From an optimization exercise on the open Yosys and OpenROAD flow, aimed at small area, a short achievable clock period and few clock cycles per item; shortcuts taken in it are not production practice.
In this exercise RTL edits were held to simulation tests only and were not proved equivalent to the original.

==> design.v <==
package r2h_pkg;
    localparam int     CHANNEL_BITS  = 8;
    localparam int     HUE_FRAC_BITS = 4;
    localparam longint CHAN_FULL = (longint'(1) << CHANNEL_BITS) - 1;
    localparam longint HUE_STEP  = longint'(60) << HUE_FRAC_BITS;
    localparam longint HUE_TURN  = longint'(360) << HUE_FRAC_BITS;
    localparam int HUE_W  = $clog2(HUE_TURN);
    localparam int HQ_W   = $clog2(HUE_TURN + 1);
    localparam int SQ_W   = CHANNEL_BITS;
    localparam int DV_W   = CHANNEL_BITS + 1;
    localparam int SEC_W  = $clog2(6 * CHAN_FULL + 1);
    localparam int HR_W   = HQ_W + DV_W;
    localparam int SR_W   = SQ_W + DV_W;
    localparam int DIV_BITS   = (HQ_W > SQ_W) ? HQ_W : SQ_W;
    localparam int DIV_STEPS  = 2;
    localparam int DIV_STAGES = (DIV_BITS + DIV_STEPS - 1) / DIV_STEPS;
    typedef logic [CHANNEL_BITS-1:0] t_chan;
    typedef struct packed {
        logic [SEC_W-1:0] sector;
        t_chan            diff;
        t_chan            den;
        t_chan            lum;
        t_chan            alpha;
        logic             grey;
    } t_prep;
    typedef struct packed {
        logic [HR_W-1:0] hue_rem;
        logic [DV_W-1:0] hue_div;
        logic [HQ_W-1:0] hue_quo;
        logic [SR_W-1:0] sat_rem;
        logic [DV_W-1:0] sat_div;
        logic [SQ_W-1:0] sat_quo;
        t_chan           lum;
        t_chan           alpha;
        logic            grey;
    } t_div;
endpackage
module r2h_prep (
    input  logic  i_clk,
    input  logic  i_rst_n,
    input  logic  i_valid,
    output logic  o_stall,
    input  r2h_pkg::t_chan i_red,
    input  r2h_pkg::t_chan i_green,
    input  r2h_pkg::t_chan i_blue,
    input  r2h_pkg::t_chan i_alpha,
    output logic  o_valid,
    input  logic  i_stall,
    output r2h_pkg::t_div  o_data
);
    r2h_pkg::t_chan            mx;
    r2h_pkg::t_chan            mn;
    r2h_pkg::t_chan            diff;
    logic [r2h_pkg::DV_W-1:0]  sum;
    logic [r2h_pkg::SEC_W-1:0] sector;
    r2h_pkg::t_prep            n_a;
    r2h_pkg::t_prep            r_a;
    r2h_pkg::t_div             n_b;
    r2h_pkg::t_div             r_b;
    logic             r_a_vld;
    logic             r_b_vld;
    logic             en_a;
    logic             en_b;
    always_comb begin
        mx = i_red;
        if (i_green > mx) mx = i_green;
        if (i_blue > mx) mx = i_blue;
        mn = i_red;
        if (i_green < mn) mn = i_green;
        if (i_blue < mn) mn = i_blue;
        diff = mx - mn;
        sum  = {1'b0, mx} + {1'b0, mn};
        if (mx == i_red) begin
            if (i_green >= i_blue) begin
                sector = r2h_pkg::SEC_W'(i_green - i_blue);
            end else begin
                sector = r2h_pkg::SEC_W'(6 * diff) - r2h_pkg::SEC_W'(i_blue - i_green);
            end
        end else if (mx == i_green) begin
            sector = r2h_pkg::SEC_W'(2 * diff) + r2h_pkg::SEC_W'(i_blue) - r2h_pkg::SEC_W'(i_red);
        end else begin
            sector = r2h_pkg::SEC_W'(4 * diff) + r2h_pkg::SEC_W'(i_red) - r2h_pkg::SEC_W'(i_green);
        end
        n_a.sector = sector;
        n_a.diff   = diff;
        n_a.den    = (sum <= r2h_pkg::DV_W'(r2h_pkg::CHAN_FULL)) ? sum[r2h_pkg::CHANNEL_BITS-1:0]
                                               : r2h_pkg::t_chan'(r2h_pkg::DV_W'(2 * r2h_pkg::CHAN_FULL) - sum);
        n_a.lum    = sum[r2h_pkg::DV_W-1:1];
        n_a.alpha  = i_alpha;
        n_a.grey   = (diff == '0);
    end
    always_comb begin
        n_b.hue_rem = r2h_pkg::HR_W'(r_a.sector) * r2h_pkg::HR_W'(2 * r2h_pkg::HUE_STEP) + r2h_pkg::HR_W'(r_a.diff);
        n_b.hue_div = {r_a.diff, 1'b0};
        n_b.hue_quo = '0;
        n_b.sat_rem = r2h_pkg::SR_W'(r_a.diff) * r2h_pkg::SR_W'(2 * r2h_pkg::CHAN_FULL) + r2h_pkg::SR_W'(r_a.den);
        n_b.sat_div = {r_a.den, 1'b0};
        n_b.sat_quo = '0;
        n_b.lum     = r_a.lum;
        n_b.alpha   = r_a.alpha;
        n_b.grey    = r_a.grey;
    end
    assign en_b    = !r_b_vld || !i_stall;
    assign en_a    = !r_a_vld || en_b;
    assign o_stall = !en_a;
    assign o_valid = r_b_vld;
    assign o_data  = r_b;
    always_ff @(posedge i_clk) begin
        if (!i_rst_n) begin
            r_a_vld <= 1'b0;
            r_b_vld <= 1'b0;
        end else begin
            if (en_a) r_a_vld <= i_valid;
            if (en_b) r_b_vld <= r_a_vld;
        end
    end
    always_ff @(posedge i_clk) begin
        if (en_a) r_a <= n_a;
        if (en_b) r_b <= n_b;
    end
endmodule
module r2h_div (
    input  logic i_clk,
    input  logic i_rst_n,
    input  logic i_valid,
    output logic o_stall,
    input  r2h_pkg::t_div i_data,
    output logic o_valid,
    input  logic i_stall,
    output r2h_pkg::t_div o_data
);
    localparam int W = r2h_pkg::HR_W + r2h_pkg::DV_W + r2h_pkg::HQ_W + r2h_pkg::SR_W
                       + r2h_pkg::DV_W + r2h_pkg::SQ_W + 2 * r2h_pkg::CHANNEL_BITS + 1;
    logic [r2h_pkg::DIV_STAGES*W-1:0] r_stg;
    logic [r2h_pkg::DIV_STAGES*W-1:0] n_stg;
    logic [r2h_pkg::DIV_STAGES*W-1:0] d_in;
    logic [r2h_pkg::DIV_STAGES-1:0] v_in;
    logic [r2h_pkg::DIV_STAGES-1:0] r_vld;
    logic [r2h_pkg::DIV_STAGES-1:0] en;
    genvar g;
    generate
        for (g = 0; g < r2h_pkg::DIV_STAGES; g++) begin : g_stage
            if (g == 0) begin : g_first
                assign d_in[g*W +: W] = i_data;
                assign v_in[g] = i_valid;
            end else begin : g_next
                assign d_in[g*W +: W] = r_stg[(g-1)*W +: W];
                assign v_in[g] = r_vld[g-1];
            end
            if (g == r2h_pkg::DIV_STAGES - 1) begin : g_last
                assign en[g] = !r_vld[g] || !i_stall;
            end else begin : g_mid
                assign en[g] = !r_vld[g] || en[g+1];
            end
            r2h_pkg::t_div            x;
            logic [r2h_pkg::HR_W-1:0] hsh;
            logic [r2h_pkg::SR_W-1:0] ssh;
            always_comb begin
                x   = d_in[g*W +: W];
                hsh = '0;
                ssh = '0;
                for (int j = 0; j < r2h_pkg::DIV_STEPS; j++) begin
                    if (g * r2h_pkg::DIV_STEPS + j < r2h_pkg::HQ_W) begin
                        hsh = r2h_pkg::HR_W'(x.hue_div) << (r2h_pkg::HQ_W - 1 - (g * r2h_pkg::DIV_STEPS + j));
                        if (x.hue_rem >= hsh) begin
                            x.hue_rem = x.hue_rem - hsh;
                            x.hue_quo = {x.hue_quo[r2h_pkg::HQ_W-2:0], 1'b1};
                        end else begin
                            x.hue_quo = {x.hue_quo[r2h_pkg::HQ_W-2:0], 1'b0};
                        end
                    end
                    if (g * r2h_pkg::DIV_STEPS + j < r2h_pkg::SQ_W) begin
                        ssh = r2h_pkg::SR_W'(x.sat_div) << (r2h_pkg::SQ_W - 1 - (g * r2h_pkg::DIV_STEPS + j));
                        if (x.sat_rem >= ssh) begin
                            x.sat_rem = x.sat_rem - ssh;
                            x.sat_quo = {x.sat_quo[r2h_pkg::SQ_W-2:0], 1'b1};
                        end else begin
                            x.sat_quo = {x.sat_quo[r2h_pkg::SQ_W-2:0], 1'b0};
                        end
                    end
                end
                n_stg[g*W +: W] = x;
            end
            always_ff @(posedge i_clk) begin
                if (!i_rst_n) begin
                    r_vld[g] <= 1'b0;
                end else if (en[g]) begin
                    r_vld[g] <= v_in[g];
                end
            end
            always_ff @(posedge i_clk) begin
                if (en[g]) r_stg[g*W +: W] <= n_stg[g*W +: W];
            end
        end
    endgenerate
    assign o_stall = !en[0];
    assign o_valid = r_vld[r2h_pkg::DIV_STAGES-1];
    assign o_data  = r_stg[(r2h_pkg::DIV_STAGES-1)*W +: W];
endmodule
module r2h_post (
    input  logic             i_clk,
    input  logic             i_rst_n,
    input  logic             i_valid,
    output logic             o_stall,
    input  r2h_pkg::t_div             i_data,
    output logic             o_valid,
    input  logic             i_stall,
    output logic [r2h_pkg::HUE_W-1:0] o_hue,
    output r2h_pkg::t_chan            o_saturation,
    output r2h_pkg::t_chan            o_luminance,
    output r2h_pkg::t_chan            o_alpha_out
);
    logic [r2h_pkg::HQ_W-1:0]  hq;
    logic [r2h_pkg::HUE_W-1:0] n_hue;
    r2h_pkg::t_chan            n_sat;
    logic [r2h_pkg::HUE_W-1:0] r_hue;
    r2h_pkg::t_chan            r_sat;
    r2h_pkg::t_chan            r_lum;
    r2h_pkg::t_chan            r_alpha;
    logic             r_vld;
    logic             en;
    always_comb begin
        hq = i_data.hue_quo;
        if (hq >= r2h_pkg::HQ_W'(r2h_pkg::HUE_TURN)) hq = hq - r2h_pkg::HQ_W'(r2h_pkg::HUE_TURN);
        n_hue = i_data.grey ? '0 : hq[r2h_pkg::HUE_W-1:0];
        n_sat = i_data.grey ? '0 : i_data.sat_quo;
    end
    assign en      = !r_vld || !i_stall;
    assign o_stall = !en;
    always_ff @(posedge i_clk) begin
        if (!i_rst_n) begin
            r_vld <= 1'b0;
        end else if (en) begin
            r_vld <= i_valid;
        end
    end
    always_ff @(posedge i_clk) begin
        if (en) begin
            r_hue   <= n_hue;
            r_sat   <= n_sat;
            r_lum   <= i_data.lum;
            r_alpha <= i_data.alpha;
        end
    end
    assign o_valid      = r_vld;
    assign o_hue        = r_hue;
    assign o_saturation = r_sat;
    assign o_luminance  = r_lum;
    assign o_alpha_out  = r_alpha;
endmodule
module rgb_to_hsl_convert (
    input  logic             i_clk,
    input  logic             i_rst_n,
    input  logic             i_valid,
    output logic             o_stall,
    input  r2h_pkg::t_chan            i_red,
    input  r2h_pkg::t_chan            i_green,
    input  r2h_pkg::t_chan            i_blue,
    input  r2h_pkg::t_chan            i_alpha,
    output logic             o_valid,
    input  logic             i_stall,
    output logic [r2h_pkg::HUE_W-1:0] o_hue,
    output r2h_pkg::t_chan            o_saturation,
    output r2h_pkg::t_chan            o_luminance,
    output r2h_pkg::t_chan            o_alpha_out
);
    r2h_pkg::t_div prep_data;
    logic prep_valid;
    logic div_stall;
    r2h_pkg::t_div div_data;
    logic div_valid;
    logic post_stall;
    r2h_prep u_prep (
        .i_clk   (i_clk),
        .i_rst_n (i_rst_n),
        .i_valid (i_valid),
        .o_stall (o_stall),
        .i_red   (i_red),
        .i_green (i_green),
        .i_blue  (i_blue),
        .i_alpha (i_alpha),
        .o_valid (prep_valid),
        .i_stall (div_stall),
        .o_data  (prep_data)
    );
    r2h_div u_div (
        .i_clk   (i_clk),
        .i_rst_n (i_rst_n),
        .i_valid (prep_valid),
        .o_stall (div_stall),
        .i_data  (prep_data),
        .o_valid (div_valid),
        .i_stall (post_stall),
        .o_data  (div_data)
    );
    r2h_post u_post (
        .i_clk        (i_clk),
        .i_rst_n      (i_rst_n),
        .i_valid      (div_valid),
        .o_stall      (post_stall),
        .i_data       (div_data),
        .o_valid      (o_valid),
        .i_stall      (i_stall),
        .o_hue        (o_hue),
        .o_saturation (o_saturation),
        .o_luminance  (o_luminance),
        .o_alpha_out  (o_alpha_out)
    );
endmodule
==> run.sh <==
#!/bin/bash
# synth_recipe.tcl (not shown) runs the flow's synth.tcl, then flattens the netlist and writes it again
# the make line also repeats each setting of config.mk as NAME=value (left out here)
make -C /OpenROAD-flow-scripts/flow DESIGN_CONFIG=/design/flow/config.mk WORK_HOME=/design/flow/orfs CLKGATE_MAP_FILE= SYNTH_SCRIPT=/design/flow/synth_recipe.tcl finish
==> config.mk <==
export PLATFORM = sky130hd
export DESIGN_NAME = rgb_to_hsl_convert
export DESIGN_NICKNAME = rgb_to_hsl_convert
export VERILOG_FILES = /design/flow/design.v
export SDC_FILE = /design/flow/constraint.sdc
export NUM_CORES = 4
export LEC_CHECK = 0
export CAP_MARGIN = 20
export CORE_MARGIN = 2
export CORE_UTILIZATION = 40
export SLEW_MARGIN = 20
==> constraint.sdc <==
create_clock -name core_clock -period 8.0 [get_ports {i_clk}]
set_input_delay 1.6000 -clock core_clock [delete_from_list [all_inputs] [get_ports {i_clk}]]
set_output_delay 1.6000 -clock core_clock [all_outputs]
set_load 0.01 [all_outputs]
==> flow_summary.rst <==
.. list-table::
   :header-rows: 1

   * - Metric
     - Value
   * - Final critical-path required period
     - about 7.7 ns
   * - Crit Path Category
     - input port to flip-flop
   * - Top FF cell, synth
     - edfxtp_1
   * - Number of vias after detailed routing
     - around 25000
   * - Number of violations reported at the end of detailed-routing iteration 0
     - 1350
   * - CP startpoint
     - i_green[4]
   * - Pre-CTS setup slack
     - -0.792 ns
   * - Wire length per cell after detailed routing
     - ~16 um
   * - Outcome
     - finished clean
   * - Area fraction of the dominant cell type after synthesis
     - 0.460
   * - Biggest area consumer among synthesized cells
     - edfxtp_1
   * - Crit-path most repeated cell
     - ha_1
   * - Clock tree from TritonCTS
     - yes
   * - Post-Route Skew
     - 0.0275 ns
   * - Upper clock frequency limit
     - approximately 0.13 GHz
   * - Synth Instances
     - 3359
   * - CP Capture Type
     - flip-flop
   * - Number of vias per cell after detailed routing
     - between 5 and 6
   * - Area of the mapped netlist
     - about 0.038 mm2
   * - Transition time at the pin with the least slew margin
     - around 0.95 ns
   * - Worst max-slew margin expressed relative to the limit
     - 0.367
   * - Number of synthesized register bits
     - just under 600
   * - Synthesis warning total
     - 3
   * - Average size of a mapped cell
     - 11.2 um2
   * - Fraction of the cycle the final worst path needs
     - 0.964
   * - Vias in the first global route
     - around 25000
   * - Antenna Violating Nets Remaining
     - 0
   * - Largest stage delay on the critical path
     - 0.44 ns
   * - Die Wd
     - 311 um
   * - Hold-critical path depth
     - 0
   * - Final RePlAce weighted congestion
     - about 0.9
   * - Library cell contributing the largest single delay on the critical path
     - clkdlybuf4s50_1
   * - Endpoint required time on the critical path
     - ~8.5 ns
   * - Wire length after detailed routing
     - between 70 and 80 mm
   * - Final-report setup violation count
     - 0
   * - Clock tree buffer depth
     - 3
   * - H-tree depth
     - 3
   * - Largest net degree at the start of global routing
     - between 70 and 80
   * - PortBufs
     - between 70 and 80
   * - Max-cap violation count
     - 0
   * - Critical Path Source Type
     - input port
   * - Final hold violations
     - 0
   * - Post-Synthesis Net Count
     - roughly 3800
   * - Endpoint of the worst setup timing path
     - u_prep.r_a[43]
   * - Reg2reg start
     - u_div.r_stg[79]
   * - Register-to-Register Path Depth
     - 17
   * - DR DRC count
     - 0
   * - Root buffer cell
     - clkbuf_16
   * - Sequential fraction of the synthesis area
     - 0.465
   * - Boundary pin count
     - 75
   * - Fraction of final layout cells with drive strength greater than 1
     - 0.126
   * - GRT Total Usage
     - 0.164
   * - Reg-to-Reg End
     - u_div.r_stg[181]
   * - Final layout net count
     - 4095
   * - CORE AREA
     - between 0.09 and 0.1 mm2
   * - WP data arrival
     - a little over 8 ns
   * - P&R area growth vs syn
     - 16.3%
   * - Largest driver fanout on the critical path
     - 7
   * - Largest cells by area after synthesis
     - edfxtp_1 46%, ha_1 11%, fa_1 4.5%, xnor2_1 3.7%, inv_1 3.0%
   * - Antenna violations before repair
     - 1
   * - Post-synth EDFFs
     - slightly below 600
   * - Share of flip-flops with an asynchronous set or reset after synthesis
     - 0
   * - Initial core utilization
     - 0.404
   * - Cell variety after synth
     - roughly 100
   * - Total CTS buffers
     - 67
   * - Num Clock Sinks
     - 587
   * - # rows
     - 112
   * - CP delay by family, top
     - compound AO/OA/AOI/OAI gates
   * - Highest-count cells in the layout ignoring fill and taps
     - 577 x edfxtp_1, 325 x ha_1, 291 x inv_1
   * - Type of the worst min-delay path
     - flip-flop to flip-flop
   * - Crit path buf inv count
     - 6
   * - Most common library cell in the layout ignoring fill and taps
     - edfxtp_1
   * - Max-slew violation count
     - 0
   * - Worst-Skew Late Latency
     - between 0.6 and 0.7 ns
   * - Post-CTS clock slew at the launch and capture registers of the worst setup and hold paths
     - approximately 0.060 ns
   * - Logic depth of the worst setup path including buffers
     - 33
   * - Vertical die dimension
     - slightly above 300 um
   * - Worst hold slack across all endpoints
     - about 0.39 ns
   * - First-pass iteration count of the detailed router
     - 7
   * - DP Wirelength
     - 62.5 mm
   * - Setup slack of the most critical reg-to-reg path
     - 2.14 ns
   * - Total congestion overflow after global routing
     - 0
   * - Final WS setup
     - 0.286 ns
   * - Total Die Area
     - just under 0.1 mm2
   * - Wire length of the first global-routing pass
     - about 130 mm
metrics by stage:
step / cells / area (um2) / util / TNS [ns]
final: 4948 / 43800 / 0.469 / 0
after global routing: 4947 / 43800 / 0.469 / -0.00573
after CTS: 4943 / 43600 / 0.467 / 0
after detailed placement: 4819 / 41300 / 0.442 / -3.84
after global placement: 4819 / 41300 / 0.442 / -2.97
after floorplan: 3359 / 37900 / - / -0.00399
flip-flops by register name, summed over array words and instances, names as in the netlist:
name	count
u_prep.r_b_vld	1
u_post.r_vld	1
u_prep.r_a	43
u_prep.r_b	63
u_post.r_hue	13
u_post.r_lum	8
u_div.r_vld	7
u_post.r_sat	8
u_div.r_stg	434
u_prep.r_a_vld	1
u_post.r_alpha	8
layout make-up:
type | count | area, um2
clock buffers | 80 | 1770
repair buffers | 262 | 2210
clock inverters | 42 | 463
multi-input cells | 2419 | 19100
flip-flops and latches | 587 | 17500
well taps | 1254 | 1570
diodes | 1 | 2.50
inverters | 303 | 1140
fillers | 8622 | 49500
worst register-to-register path: stages (launching register included):
cell	delay, ns
edfxtp_1	0.42
inv_1	0.10
ha_1	0.39
a21o_1	0.23
a2111oi_0	0.47
o41a_1	0.26
and2_1	0.41
clkinv_1	0.41
o21ai_0	0.48
fa_1	0.30
nor2b_1	0.06
o21ai_0	0.16
nand2b_1	0.11
a21o_1	0.19
a21o_1	0.20
a31oi_1	0.32
nand3_1	0.60
mux2_2	0.50
synthesized netlist by cell type, drive strengths merged (37+ instances only):
library cell  number
a21oi            208
xor2             104
fa                84
nand3             46
nand2b            37
nand4             48
edfxtp           577
mux2i             61
xnor2            157
inv              302
a21o              69
nor2             233
ha               335
o21a              50
nor2b             85
o21ai            183
nand2            189
nor3              67
mux2              61
clkbuf            38
layer usage:
metal / wire (um) / GRT usage / vias to the layer above
met4: 2130 / 0.0497 / 0
met3: 2380 / 0.0226 / 126
li1: - / - / 12900
met5: 0 / 0 / -
met2: 38100 / 0.282 / 353
met1: 36800 / 0.214 / 12000
worst min-delay path by stage:
| stage | from | endpoint | slack [ns] |
|---|---|---|---|
| after floorplan | u_prep.r_b[0] | u_div.r_stg[0] | 0.40 |
| after global placement | u_div.r_stg[111] | u_div.r_stg[206] | 0.40 |
| after detailed placement | u_div.r_stg[12] | u_div.r_stg[107] | 0.40 |
| after CTS | u_div.r_stg[202] | u_div.r_stg[297] | 0.40 |
| after global routing | u_div.r_stg[210] | u_div.r_stg[307] | 0.40 |
| final | u_div.r_stg[202] | u_div.r_stg[297] | 0.39 |
logic make-up (layout without fill, tap and decap cells):
| kind of cell | Yosys count | count (layout) | synth area share |
|---|---|---|---|
| DFF | 587 | 587 | 0.465 |
| AOI/OAI and AO/OA | 723 | 723 | 0.123 |
| muxes | 122 | 122 | 0.0350 |
| other | 0 | 1 | 0 |
| buffers and inverters | 353 | 687 | 0.0358 |
| and+or+nand+nor | 892 | 892 | 0.123 |
| xor gates and xnor gates | 263 | 263 | 0.0619 |
| adders and majority gates | 419 | 419 | 0.156 |
timing repair:
item / in CTS / in global routing
setup buffers: 2 / 5
hold buffers: 0 / 0
setup endpoints to repair: 3 / 5
gates resized for setup: 7 / 62
pin swaps: 1 / 27
Testbench counts, summed over its fixed seeds: cycles 32,080, pixels 32,000.

## re-timing with driven ports
In the flow no input, the clock included, has a driving cell. The finished layout below was timed again as built, in two steps.
Step 1 (the two cells are an assumption about what drives the block):
set clk [get_ports {i_clk}]
set_driving_cell -lib_cell sky130_fd_sc_hd__clkbuf_16 $clk
set_driving_cell -lib_cell sky130_fd_sc_hd__buf_2 [delete_from_list [all_inputs] $clk]
Step 2 moves the port delays by t, midway between the first and last clock arrival at a register: inputs arrive t later, outputs are due t later. That takes back most of the time a late clock gives input paths.
a / b / c = ideal ports / drivers / drivers and shift; a / b = the first two.
t (ns): 0.669
setup slack, ns: 0.286 / 0.326 / -0.343
hold slack, ns: 0.395 / 0.395 / 0.395
latest minus earliest clock arrival (ns): 0.029 / 0.029
worst slew at a driven data input, ns: 0.04
Met with ideal ports but missed after step 2: setup timing in this run. For this run, drivers alone change the setup slack by +0.040 ns; drivers and shift together by -0.629 ns.
